What follows belongs to an exercise in optimizing a design on an open flow for small area; a production flow would make more cautious choices.
In this exercise RTL edits were held to simulation tests only and were not proved equivalent to the original.

==> design.v <==
module clefia_gfn4_round
(
    input  logic [127:0] t_i,
    input  logic [31:0]  rk0_i,
    input  logic [31:0]  rk1_i,
    output logic [127:0] t_c_o
);
    localparam logic [63:0] SS0 = 64'he6ca872fb14059d3;
    localparam logic [63:0] SS1 = 64'h640d2ba39cef8751;
    localparam logic [63:0] SS2 = 64'hb85ea64cf72310d9;
    localparam logic [63:0] SS3 = 64'ha26d345e0789bfc1;
    function automatic logic [3:0] gf4_x2(input logic [3:0] a);
        gf4_x2 = {a[2:0], 1'b0} ^ (a[3] ? 4'h3 : 4'h0);
    endfunction
    function automatic logic [7:0] sbox0(input logic [7:0] x);
        logic [3:0] t0, t1, u0, u1;
        logic [3:0] i0, i1, i2, i3;
        i0 = ~x[7:4];
        i1 = ~x[3:0];
        t0 = SS0[4*i0 +: 4];
        t1 = SS1[4*i1 +: 4];
        u0 = t0 ^ gf4_x2(t1);
        u1 = gf4_x2(t0) ^ t1;
        i2 = ~u0;
        i3 = ~u1;
        sbox0 = {SS2[4*i2 +: 4], SS3[4*i3 +: 4]};
    endfunction
    function automatic logic [7:0] gf8_x2(input logic [7:0] a);
        gf8_x2 = {a[6:0], 1'b0} ^ (a[7] ? 8'h1d : 8'h00);
    endfunction
    function automatic logic [7:0] gf8_x4(input logic [7:0] a);
        gf8_x4 = gf8_x2(gf8_x2(a));
    endfunction
    function automatic logic [7:0] gf8_x8(input logic [7:0] a);
        gf8_x8 = gf8_x2(gf8_x4(a));
    endfunction
    logic [31:0] t0, t1, t2, t3;
    logic [31:0] x0, x2;
    logic [15:0] s1_0, s1_1;
    assign {t0, t1, t2, t3} = t_i;
    assign x0 = rk0_i ^ t0;
    assign x2 = rk1_i ^ t2;
    clefia_s1 u_s1_00 (.x(x0[23:16]), .y(s1_0[15:8]));
    clefia_s1 u_s1_01 (.x(x0[7:0]),   .y(s1_0[7:0]));
    clefia_s1 u_s1_10 (.x(x2[31:24]), .y(s1_1[15:8]));
    clefia_s1 u_s1_11 (.x(x2[15:8]),  .y(s1_1[7:0]));
    function automatic logic [31:0] f0(input logic [31:0] rk, input logic [31:0] x);
        logic [31:0] t;
        logic [7:0] y0, y1, y2, y3;
        t  = rk ^ x;
        y0 = sbox0(t[31:24]);
        y1 = s1_0[15:8];
        y2 = sbox0(t[15:8]);
        y3 = s1_0[7:0];
        f0 = {y0 ^ gf8_x2(y1) ^ gf8_x4(y2) ^ gf8_x4(y3) ^ gf8_x2(y3),
              gf8_x2(y0) ^ y1 ^ gf8_x4(y2) ^ gf8_x2(y2) ^ gf8_x4(y3),
              gf8_x4(y0) ^ gf8_x4(y1) ^ gf8_x2(y1) ^ y2 ^ gf8_x2(y3),
              gf8_x4(y0) ^ gf8_x2(y0) ^ gf8_x4(y1) ^ gf8_x2(y2) ^ y3};
    endfunction
    function automatic logic [31:0] f1(input logic [31:0] rk, input logic [31:0] x);
        logic [31:0] t;
        logic [7:0] y0, y1, y2, y3;
        t  = rk ^ x;
        y0 = s1_1[15:8];
        y1 = sbox0(t[23:16]);
        y2 = s1_1[7:0];
        y3 = sbox0(t[7:0]);
        f1 = {y0 ^ gf8_x8(y1) ^ gf8_x2(y2) ^ gf8_x8(y3) ^ gf8_x2(y3),
              gf8_x8(y0) ^ y1 ^ gf8_x8(y2) ^ gf8_x2(y2) ^ gf8_x2(y3),
              gf8_x2(y0) ^ gf8_x8(y1) ^ gf8_x2(y1) ^ y2 ^ gf8_x8(y3),
              gf8_x8(y0) ^ gf8_x2(y0) ^ gf8_x2(y1) ^ gf8_x8(y2) ^ y3};
    endfunction
    assign t_c_o = {t1 ^ f0(rk0_i, t0), t2, t3 ^ f1(rk1_i, t2), t0};
endmodule
module clefia_s1 (input logic [7:0] x, output logic [7:0] y);
    logic n0, n1, n2, n3, n4, n5, n6, n7, n8, n9, n10, n11, n12, n13, n14, n15, n16, n17, n18, n19, n20, n21, n22, n23, n24, n25, n26, n27, n28, n29, n30, n31, n32, n33, n34, n35, n36, n37, n38, n39, n40, n41, n42, n43, n44, n45, n46, n47, n48, n49, n50, n51, n52, n53, n54, n55, n56, n57, n58, n59, n60, n61, n62, n63, n64, n65, n66, n67, n68, n69, n70, n71, n72, n73, n74, n75, n76, n77, n78, n79, n80, n81, n82, n83, n84, n85, n86, n87, n88, n89, n90, n91, n92, n93, n94, n95, n96, n97, n98, n99, n100, n101, n102, n103, n104, n105, n106, n107, n108, n109, n110, n111, n112, n113, n114, n115, n116, n117, n118, n119, n120, n121, n122, n123, n124, n125, n126, n127, n128, n129, n130, n131, n132, n133, n134, n135, n136, n137, n138, n139, n140, n141, n142, n143, n144, n145, n146, n147, n148, n149, n150, n151, n152, n153, n154, n155, n156, n157, n158, n159, n160, n161, n162;
    assign n0 = x[4] ^ x[6];
    assign n1 = n0 ^ x[7];
    assign n2 = x[0] ^ x[2];
    assign n3 = x[0] ^ x[2];
    assign n4 = n3 ^ x[6];
    assign n5 = ~n4;
    assign n6 = ~x[4];
    assign n7 = x[2] ^ x[3];
    assign n8 = ~n7;
    assign n9 = x[1] ^ x[2];
    assign n10 = n9 ^ x[3];
    assign n11 = n10 ^ x[0];
    assign n12 = n8 ^ n10;
    assign n13 = n12 ^ x[0];
    assign n14 = n6 ^ x[0];
    assign n15 = n1 ^ n2;
    assign n16 = n15 ^ x[5];
    assign n17 = n2 ^ n5;
    assign n18 = n5 ^ x[5];
    assign n19 = x[0] & x[5];
    assign n20 = n10 & n5;
    assign n21 = x[0] ^ n10;
    assign n22 = x[5] ^ n5;
    assign n23 = n21 & n22;
    assign n24 = n23 ^ n20;
    assign n25 = n20 ^ n19;
    assign n26 = n8 & n2;
    assign n27 = n6 & n1;
    assign n28 = n8 ^ n6;
    assign n29 = n2 ^ n1;
    assign n30 = n28 & n29;
    assign n31 = n30 ^ n27;
    assign n32 = n27 ^ n26;
    assign n33 = x[0] ^ n8;
    assign n34 = n10 ^ n6;
    assign n35 = x[5] ^ n2;
    assign n36 = n5 ^ n1;
    assign n37 = n33 & n35;
    assign n38 = n34 & n36;
    assign n39 = n33 ^ n34;
    assign n40 = n35 ^ n36;
    assign n41 = n39 & n40;
    assign n42 = n41 ^ n38;
    assign n43 = n38 ^ n37;
    assign n44 = n24 ^ n25;
    assign n45 = n42 ^ n31;
    assign n46 = n43 ^ n32;
    assign n47 = n31 ^ n44;
    assign n48 = n32 ^ n24;
    assign n49 = n14 ^ x[5];
    assign n50 = n49 ^ n45;
    assign n51 = n13 ^ n18;
    assign n52 = n51 ^ n46;
    assign n53 = n11 ^ n17;
    assign n54 = n53 ^ n47;
    assign n55 = n10 ^ n16;
    assign n56 = n55 ^ n48;
    assign n57 = n56 ^ n54;
    assign n58 = n50 & n54;
    assign n59 = n52 & n56;
    assign n60 = n50 ^ n52;
    assign n61 = n54 ^ n56;
    assign n62 = n60 & n61;
    assign n63 = n62 ^ n59;
    assign n64 = n59 ^ n58;
    assign n65 = n52 ^ n54;
    assign n66 = n65 ^ n63;
    assign n67 = n50 ^ n57;
    assign n68 = n67 ^ n64;
    assign n69 = n66 ^ n68;
    assign n70 = n50 & n66;
    assign n71 = n52 & n69;
    assign n72 = n50 ^ n52;
    assign n73 = n66 ^ n69;
    assign n74 = n72 & n73;
    assign n75 = n74 ^ n71;
    assign n76 = n71 ^ n70;
    assign n77 = n50 ^ n54;
    assign n78 = n52 ^ n56;
    assign n79 = n77 & n66;
    assign n80 = n78 & n69;
    assign n81 = n77 ^ n78;
    assign n82 = n66 ^ n69;
    assign n83 = n81 & n82;
    assign n84 = n83 ^ n80;
    assign n85 = n80 ^ n79;
    assign n86 = x[0] & n75;
    assign n87 = n10 & n76;
    assign n88 = x[0] ^ n10;
    assign n89 = n75 ^ n76;
    assign n90 = n88 & n89;
    assign n91 = n90 ^ n87;
    assign n92 = n87 ^ n86;
    assign n93 = n8 & n84;
    assign n94 = n6 & n85;
    assign n95 = n8 ^ n6;
    assign n96 = n84 ^ n85;
    assign n97 = n95 & n96;
    assign n98 = n97 ^ n94;
    assign n99 = n94 ^ n93;
    assign n100 = x[0] ^ n8;
    assign n101 = n10 ^ n6;
    assign n102 = n75 ^ n84;
    assign n103 = n76 ^ n85;
    assign n104 = n100 & n102;
    assign n105 = n101 & n103;
    assign n106 = n100 ^ n101;
    assign n107 = n102 ^ n103;
    assign n108 = n106 & n107;
    assign n109 = n108 ^ n105;
    assign n110 = n105 ^ n104;
    assign n111 = n91 ^ n92;
    assign n112 = n109 ^ n98;
    assign n113 = n110 ^ n99;
    assign n114 = n98 ^ n111;
    assign n115 = n99 ^ n91;
    assign n116 = x[0] ^ x[5];
    assign n117 = n10 ^ n5;
    assign n118 = n8 ^ n2;
    assign n119 = n6 ^ n1;
    assign n120 = n116 & n75;
    assign n121 = n117 & n76;
    assign n122 = n116 ^ n117;
    assign n123 = n75 ^ n76;
    assign n124 = n122 & n123;
    assign n125 = n124 ^ n121;
    assign n126 = n121 ^ n120;
    assign n127 = n118 & n84;
    assign n128 = n119 & n85;
    assign n129 = n118 ^ n119;
    assign n130 = n84 ^ n85;
    assign n131 = n129 & n130;
    assign n132 = n131 ^ n128;
    assign n133 = n128 ^ n127;
    assign n134 = n116 ^ n118;
    assign n135 = n117 ^ n119;
    assign n136 = n75 ^ n84;
    assign n137 = n76 ^ n85;
    assign n138 = n134 & n136;
    assign n139 = n135 & n137;
    assign n140 = n134 ^ n135;
    assign n141 = n136 ^ n137;
    assign n142 = n140 & n141;
    assign n143 = n142 ^ n139;
    assign n144 = n139 ^ n138;
    assign n145 = n125 ^ n126;
    assign n146 = n143 ^ n132;
    assign n147 = n144 ^ n133;
    assign n148 = n132 ^ n145;
    assign n149 = n133 ^ n125;
    assign n150 = n114 ^ n112;
    assign n151 = ~n150;
    assign n152 = n115 ^ n113;
    assign n153 = n148 ^ n147;
    assign n154 = n153 ^ n146;
    assign n155 = n148 ^ n114;
    assign n156 = n155 ^ n113;
    assign n157 = ~n156;
    assign n158 = n146 ^ n115;
    assign n159 = n158 ^ n114;
    assign n160 = n159 ^ n113;
    assign n161 = ~n160;
    assign n162 = ~n149;
    assign y[0] = n151;
    assign y[1] = n152;
    assign y[2] = n154;
    assign y[3] = n157;
    assign y[4] = n112;
    assign y[5] = n161;
    assign y[6] = n162;
    assign y[7] = n148;
endmodule
module clefia_ks_gfn12
(
    input  logic               clk,
    input  logic               rst,
    input  logic               start,
    input  logic [127:0]       key,
    output logic [3:0]         Round,
    input  logic [63:0]        CON,
    output logic               busy,
    output logic               done,
    output logic [127:0]       L
);
    logic [127:0] t_q;
    logic [127:0] t_rnd;
    logic [3:0]   round_q;
    logic [127:0] l_q;
    logic         done_q;
    logic         run_c, last_c;
    assign run_c  = |round_q;
    assign last_c = round_q[3] & round_q[2];
    clefia_gfn4_round u_round (
        .t_i    (t_q),
        .rk0_i  (CON[63:32]),
        .rk1_i  (CON[31:0]),
        .t_c_o  (t_rnd)
    );
    always_ff @(posedge clk) begin
        t_q <= run_c ? t_rnd : key;
    end
    always_ff @(posedge clk) begin
        if (rst) begin
            round_q <= 4'd0;
            done_q  <= 1'b0;
            l_q     <= '0;
        end else begin
            done_q <= last_c;
            if (last_c)
                round_q <= 4'd0;
            else if (run_c)
                round_q <= round_q + 4'd1;
            else if (start && !done_q)
                round_q <= 4'd1;
            if (last_c)
                l_q <= {t_rnd[31:0], t_rnd[127:32]};
        end
    end
    assign Round = round_q;
    assign busy  = run_c;
    assign done  = done_q;
    assign L     = l_q;
endmodule
==> run.sh <==
#!/bin/bash
# synth_recipe.tcl (not shown) runs the flow's synth.tcl, then flattens the netlist and writes it again
# the make line also repeats each setting of config.mk as NAME=value (left out here)
make -C /OpenROAD-flow-scripts/flow DESIGN_CONFIG=/design/flow/config.mk WORK_HOME=/design/flow/orfs CLKGATE_MAP_FILE= SYNTH_SCRIPT=/design/flow/synth_recipe.tcl finish
==> config.mk <==
export PLATFORM = sky130hd
export DESIGN_NAME = clefia_ks_gfn12
export DESIGN_NICKNAME = clefia_ks_gfn12
export VERILOG_FILES = /design/flow/design.v
export SDC_FILE = /design/flow/constraint.sdc
export NUM_CORES = 4
export LEC_CHECK = 0
export CAP_MARGIN = 20
export CORE_MARGIN = 2
export CORE_UTILIZATION = 40
export SLEW_MARGIN = 20
==> constraint.sdc <==
create_clock -name core_clock -period 8.0 [get_ports {clk}]
set_input_delay 1.6000 -clock core_clock [delete_from_list [all_inputs] [get_ports {clk}]]
set_output_delay 1.6000 -clock core_clock [all_outputs]
set_load 0.01 [all_outputs]
==> results.yml, run 1 <==
sta:
  post-route-period-util_pct: 95.5
  fmax_mhz: 131
  tightest_slew_ps: 992
  drv_slew: 0
  hold_ws_ps: 453
  relSlewSlack_pct: 33.9
  period_minus_slack_ps: 7640
  rsz0062_at_grt: "false"
  hold_violations: 0
  skew_ps: 19.0
  finalSetupViolCount: 0
layout:
  layout_commonest_cell: "xnor2_1"
  drive_above_1_share_pct: 13.7
  fin_cells: 3695
  syn_to_final_growth_pct: 30.0
  mostFrequentLayoutCells: "437 x xnor2_1, 390 x nand2_1, 328 x clkdlybuf4s50_1"
  nets: 3255
worst_setup_path:
  rrSetupSlack_ps: 1160
  crit_required_ps: 8420
  rr_worst_depth: 24
  setup.worst_path.start: "CON[26]"
  start_kind: "primary input"
  reg2reg_from: "t_q[59]$_DFF_P_"
  cp.arrival_ps: 8060
  end_kind: "flop"
  critical_path_class: "primary input to flop"
  path_max_fanout: 7
yosys:
  syn-num-nets: 2777
  synth_area_leaders: "dfxtp_1 24%, xnor2_1 18%, nand2_1 6.7%, xor2_1 6.2%, ha_1 5.1%"
  ys.flop_type: "dfxtp_1"
  netlist_area_mm2: 0.0217
  synthArstFlopShare_pct: 0
  ys_seq_area_share_pct: 24.1
  ys_ff_latch: 261
  yosys.cell_types.count: 97
  yosys.area.top_type: "dfxtp_1"
  ys_warn_count: 2
  synth_enable_flop_cells: 0
  synth_area_per_cell_um2: 8.71
  syn_inst: 2493
  yosysTopAreaCellShare_pct: 24.1
drt:
  first_pass_iters: 8
  drc_errors: 0
  totalWireLength_um: 78400
  ant_nets: 0
  vias: 19597
  vias_per_cell: 5.30
  wl_per_cell_um: 21.2
  drt_iter0_drc: 1300
floorplanning:
  rows: 85
  fp.dieW_um: 237
  initial_utilization_pct: 40.4
  fp.dieH_um: 237
  dieArea_mm2: 0.0562
  core_area_mm2: 0.0537
  io_pins: 329
placed_design:
  dp.cells: 3634
  place.gp.congestion: 0.922
  dp_hpwl_um: 62300
  io_buffer_count: 328
clock_network:
  cts-root-buf: "clkbuf_16"
  insertion_delay_ps: 600
  htree_levels: 1
  clk_pin_slew_ps: 60
  cts_setup_buffers: 0
  ctsResizeCount: 0
  cts_sinks: 261
  cts_made_buffers: 31
  cts_hold_repair.buffers: 0
  cts_tree: "yes"
  cts_max_path_buffers: 3
run_status:
  status: "timing/DRC/antenna clean"
hold_path:
  hold_path.class: "flop to flop"
  hold_depth: 2
  hp-start: "l_q[87]$_SDFFE_PP0P_"
global_routing:
  antenna_found_initial: 5
  grt-ovfl-total: 0
  grt_pass1_wl_um: 117000
  grt_pass1_vias: 19526
  grt_max_degree: 77
  track_usage_pct: 27.1
flow_run:
  cap_violations: 0
## flip-flops by register name (all words and copies together) (netlist names)
register	flops
done_q	1
l_q	128
round_q	4
t_q	128
## cell type report
class	instances	area (µm²)
multi-input cells	2037	15800
diodes	4	10.0
clock buffers	43	881
inverters	99	377
well taps	696	871
clock inverters	14	188
repair buffers	541	4890
flip-flops and latches	261	5230
fillers	4961	25500
## worst paths after layout
check / to
setup / recovery: t_q[37]$_DFF_P_
hold / removal: l_q[87]$_SDFFE_PP0P_
setup reg to reg: t_q[37]$_DFF_P_
hold reg to reg: l_q[87]$_SDFFE_PP0P_
## per-layer routing
| metal | track usage, % | wire length [µm] | up-vias |
|---|---|---|---|
| li1 | - | - | 9440 |
| met1 | 36.0 | 34500 | 9446 |
| met2 | 46.1 | 37200 | 602 |
| met3 | 2.86 | 4150 | 109 |
| met4 | 8.81 | 2590 | 0 |
| met5 | 0 | 0 | - |
## stage by stage
step	area (µm²)	worst slack (ps)	TNS (ps)	util, %
after floorplan	21700	42.7	0	-
after global placement	27100	-204	-1660	50.5
after detailed placement	27100	-252	-4050	50.5
after CTS	28200	318	0	52.5
after global routing	28300	20.2	0	52.6
final	28300	362	0	52.6
## cells by family after synthesis
family,Yosys count,share of synthesized area [%]
buffers and inverters,195,3.46
multiplexers,87,5.40
AND/OR/NAND/NOR,663,12.9
XOR/XNOR,694,33.3
flip-flops,261,24.1
AO/OA/AOI/OAI,503,15.7
adder cells (fa/ha/maj),90,5.17
## synth_stat cells, drive strengths merged (28+ instances only)
| cell type | number |
|---|---|
| a21oi | 96 |
| nor2 | 134 |
| dfxtp | 261 |
| nor3 | 28 |
| ha | 89 |
| xor2 | 165 |
| o21ai | 153 |
| inv | 95 |
| xnor2 | 483 |
| mux2i | 49 |
| clkbuf | 82 |
| nand2 | 390 |
| a22o | 82 |
| xnor3 | 39 |
## critical path: stages
cell and delay [ps]:
clkdlybuf4s50_1 510, xor2_1 260, xnor3_1 560, nor2_1 140, o32ai_1 90, a222oi_1 400
nand2_1 150, xor2_1 230, inv_1 70, ha_1 210, xnor3_1 430, xnor2_2 190
xnor3_2 290, buf_4 170, or2_1 230, a32o_1 310, or4_1 480, o311ai_0 140
xor2_1 220, xnor3_1 360, xnor2_1 190, xnor2_1 450, xnor2_1 240, o21ai_0 150
==> run 2: changes to the inputs <==
==> flow/run.sh (new file) <==
#!/bin/bash
# Layout flow: the standard synthesis, then an area-oriented remap of the
# combinational logic (every flip-flop instance kept as synthesised), then
# the standard layout with minimum-size port buffers.
set -euo pipefail
W=$(pwd)
F=$W/flow
LIB=$FLOW_HOME/platforms/$FLOW_PLATFORM/lib/sky130_fd_sc_hd__tt_025C_1v80.lib
R=$W/orfs/results/$FLOW_PLATFORM/clefia_ks_gfn12/base

bash standard.sh synth > $W/synth_standard.log 2>&1

# Functional models of the combinational cells (flip-flops stay black boxes).
yosys -q -l $W/models.log -p "read_liberty -ignore_miss_func $LIB; write_verilog -noattr $W/all_models.v" > /dev/null 2>&1
python3 $F/comb_models.py $W/all_models.v $W/comb_models.v > $W/comb_models.log 2>&1

cp $R/1_2_yosys.v $W/netlist_standard.v
LIB=$LIB MODELS=$W/comb_models.v IN=$W/netlist_standard.v OUT=$W/netlist_remapped.v \
  ABC_SCRIPT=$F/area.abc TOP=$FLOW_TOP \
  yosys -l $W/remap.log -c $F/remap.tcl > /dev/null 2>&1
sleep 1
cp $W/netlist_remapped.v $R/1_2_yosys.v

bash standard.sh "BUFFER_PORTS_ARGS=-buffer_cell sky130_fd_sc_hd__buf_1" finish > $W/layout.log 2>&1
==> flow/area.abc (new file) <==
strash; dc2; dch -f; amap; topo
==> flow/comb_models.py (new file) <==
# Keep only the combinational cell modules of a Yosys dump of the liberty file.
import re, sys
t = open(sys.argv[1]).read()
keep = []
for body, name in re.findall(r'(module\s+(\S+)\s*\(.*?endmodule)', t, re.S):
    if re.search(r'always|\$dff|\$_DFF|\$dlatch|\breg\b', body):
        continue
    keep.append(body)
open(sys.argv[2], 'w').write("\n".join(keep) + "\n")
print(len(keep), "combinational cell models")
==> flow/remap.tcl (new file) <==
# Remap the combinational logic of the standard netlist for area. Flip-flops are
# black boxes here, so every register keeps its instance name and cell type.
yosys read_liberty -lib $::env(LIB)
yosys read_verilog -overwrite $::env(MODELS)
yosys read_verilog $::env(IN)
yosys hierarchy -top $::env(TOP)
yosys flatten
yosys rename -hide w:*.*
yosys techmap
yosys opt -fast -purge
yosys abc -liberty $::env(LIB) -script $::env(ABC_SCRIPT) -dont_use sky130_fd_sc_hd__probe* -dont_use sky130_fd_sc_hd__lpflow*
yosys opt_clean -purge
yosys hilomap -singleton -hicell sky130_fd_sc_hd__conb_1 HI -locell sky130_fd_sc_hd__conb_1 LO
yosys insbuf -buf sky130_fd_sc_hd__buf_1 A X
yosys opt_clean -purge
yosys stat -liberty $::env(LIB)
yosys write_verilog -noattr -noexpr -nohex -nodec $::env(OUT)
==> standard.sh (new file) <==
#!/bin/bash
# synth_recipe.tcl (not shown) runs the flow's synth.tcl, then flattens the netlist and writes it again
# the make line also repeats each setting of config.mk as NAME=value (left out here)
make -C /OpenROAD-flow-scripts/flow DESIGN_CONFIG=/design/flow/config.mk WORK_HOME=/design/flow/orfs CLKGATE_MAP_FILE= SYNTH_SCRIPT=/design/flow/synth_recipe.tcl "${@:-finish}"
removed: run.sh
==> run 2 against run 1 <==
Global-route usage up 2.9 points. Synthesized cell count up 14%. Wire length down 6.9%. Critical path type unchanged. Final cell count up 12%. Via count up 15%. Critical path depth up 15. Design area down 17%. Utilization up 1.6 points. Critical endpoint is now l_q[16]$_SDFFE_PP0P_. Count of clock-buffer cells in the layout down 5.
==> results.yml, run 2 <==
run_status:
  status: "timing/DRC/antenna clean"
placed_design:
  place.gp.congestion: 0.946
  dp_hpwl_um: 57900
  post-place-ws_ps: -161
  postPlaceCellArea_mm2: 0.0221
  io_buffer_count: 328
worst_setup_path:
  cp.arrival_ps: 7840
  crit_slowest_cell: "o21ai_0"
  worstPathBufferInverterCount: 10
  cp_common_cell: "nor2_1"
  path_max_fanout: 6
  critical_path_class: "primary input to flop"
  path_delay_family: "compound AO/OA/AOI/OAI gates"
  crit_path_max_incr_delay_ps: 290
  crit_required_ps: 8410
  end_kind: "flop"
  start_kind: "primary input"
floorplanning:
  fp.dieH_um: 214
  rows: 76
  core_area_mm2: 0.0434
  io_pins: 329
  dieArea_mm2: 0.0458
  initial_utilization_pct: 40.7
  fp.dieW_um: 214
clock_network:
  clk_pin_slew_ps: 60
  cts_made_buffers: 31
  cts_tree: "yes"
  cts-root-buf: "clkbuf_16"
  insertion_delay_ps: 600
  cts_sinks: 261
  cts_max_path_buffers: 3
  htree_levels: 1
yosys:
  syn-num-nets: 3046
  netlist_area_mm2: 0.0177
  synth_area_per_cell_um2: 6.19
  ys_warn_count: 2
  syn_inst: 2851
drt:
  vias: 22591
  first_pass_iters: 5
  drc_errors: 0
  vias_per_cell: 5.46
  ant_nets: 0
  wl_per_cell_um: 17.7
  totalWireLength_um: 73000
  drt_iter0_drc: 1570
sta:
  finalSetupViolCount: 0
  hold_violations: 0
  fmax_mhz: 135
  skew_ps: 28.5
  period_minus_slack_ps: 7430
  relSlewSlack_pct: 30.0
  post-route-period-util_pct: 92.9
  drv_slew: 0
  fin_ws_ps: 571
  tightest_slew_ps: 1050
global_routing:
  track_usage_pct: 30.0
  grt_pass1_vias: 20471
  grt-ovfl-total: 0
  grt_max_degree: 94
  grt_pass1_wl_um: 110000
  antenna_found_initial: 6
hold_path:
  hold_path.class: "flop to flop"
layout:
  regArea_mm2: 0.00523
  layout_commonest_cell: "nor2_1"
  n_fill_cell: 4463
  nets: 3716
  reg_top3: "l_q x128, t_q x128, round_q x4"
  multi_input_area_mm2: 0.0115
  syn_to_final_growth_pct: 33.1
  drive_above_1_share_pct: 12.9
  final_cell_area_mm2: 0.0235
  mostFrequentLayoutCells: "615 x nor2_1, 372 x a21oi_1, 349 x clkinv_1"
flow_run:
  cap_violations: 0
[run 2: path summary, 6_finish.rpt]
check | start | endpoint | slack, ps | cells past startpoint
worst max-delay path | CON[28] | l_q[16]$_SDFFE_PP0P_ | 570 | 39
worst min-delay path | l_q[58]$_SDFFE_PP0P_ | l_q[58]$_SDFFE_PP0P_ | 450 | 2
worst max register to register | t_q[115]$_DFF_P_ | l_q[78]$_SDFFE_PP0P_ | 1270 | 41
worst min register to register | l_q[58]$_SDFFE_PP0P_ | l_q[58]$_SDFFE_PP0P_ | 450 | 2
[run 2: what timing repair did]
action,CTS,global route
hold buffers,0,0
setup buffers,0,4
gates resized for setup,0,79
setup endpoints to repair,0,92
[run 2: area by class of cell]
class | instances | area share (%)
Antenna cell | 5 | 0.0532
Sequential cell | 261 | 22.2
Tap cell | 585 | 3.11
Timing Repair Buffer | 637 | 15.1
Inverter | 363 | 5.83
Clock buffer | 38 | 3.62
Clock inverter | 19 | 0.931
Multi-Input combinational cell | 2227 | 49.1
[run 2: worst register-to-register path: cells and delay by family, from the launching register on]
| kind | cells | cell delay (ps) |
|---|---|---|
| xor+xnor | 2 | 500 |
| buf+inv | 11 | 1630 |
| compound gates | 17 | 2910 |
| flops | 1 | 470 |
| simple gates | 11 | 1060 |
[run 2: routing by layer]
metal / global-route usage, % / routed length, µm / up-vias
li1: - / - / 11513
met1: 37.6 / 31300 / 10225
met2: 53.6 / 35400 / 718
met3: 2.89 / 3780 / 135
met4: 10.3 / 2470 / 0
met5: 0 / 0 / -
[run 2: metrics by stage]
step / utilization [%] / TNS (ps) / hold slack [ps] / cells
finish: 54.2 / 0 / 452 / 4135
global placement: 51.0 / -533 / 434 / 4069
floorplan: - / 0 / 462 / 2851
CTS: 53.4 / 0 / 456 / 4126
detailed placement: 51.0 / -2100 / 441 / 4069
global route: 54.2 / -275 / 471 / 4132

==> afterwards: timing with drivers on the ports <==
The flow's constraints put no driver on any port. The routed layouts listed below were extracted and timed again, unchanged, in two steps. Step 1: set_driving_cell puts a clkbuf_16 on clk and a buf_2 on each other input, an assumption about the parent block. Step 2 times the ports against the registers' clock, not the clock port: input delays grow and output delays shrink by t, the midpoint of the rising clock arrivals with the driver on. Three values: ideal ports, drivers, drivers and shift; two values: the first two.
run | t (ns) | slack for setup (ns) | worst register clock-pin slew, ns | pins driven straight from the clock port
run 1 | 0.645 | 0.362 / 0.385 / -0.260 | 0.07 / 0.07 | 1
run 2 | 0.643 | 0.571 / 0.605 / -0.038 | 0.08 / 0.08 | 1
With both steps, setup timing fails in run 1 and run 2, where it was met with ideal ports. For run 1, which loses most, drivers alone change the setup slack by +0.023 ns; drivers and shift together by -0.622 ns.
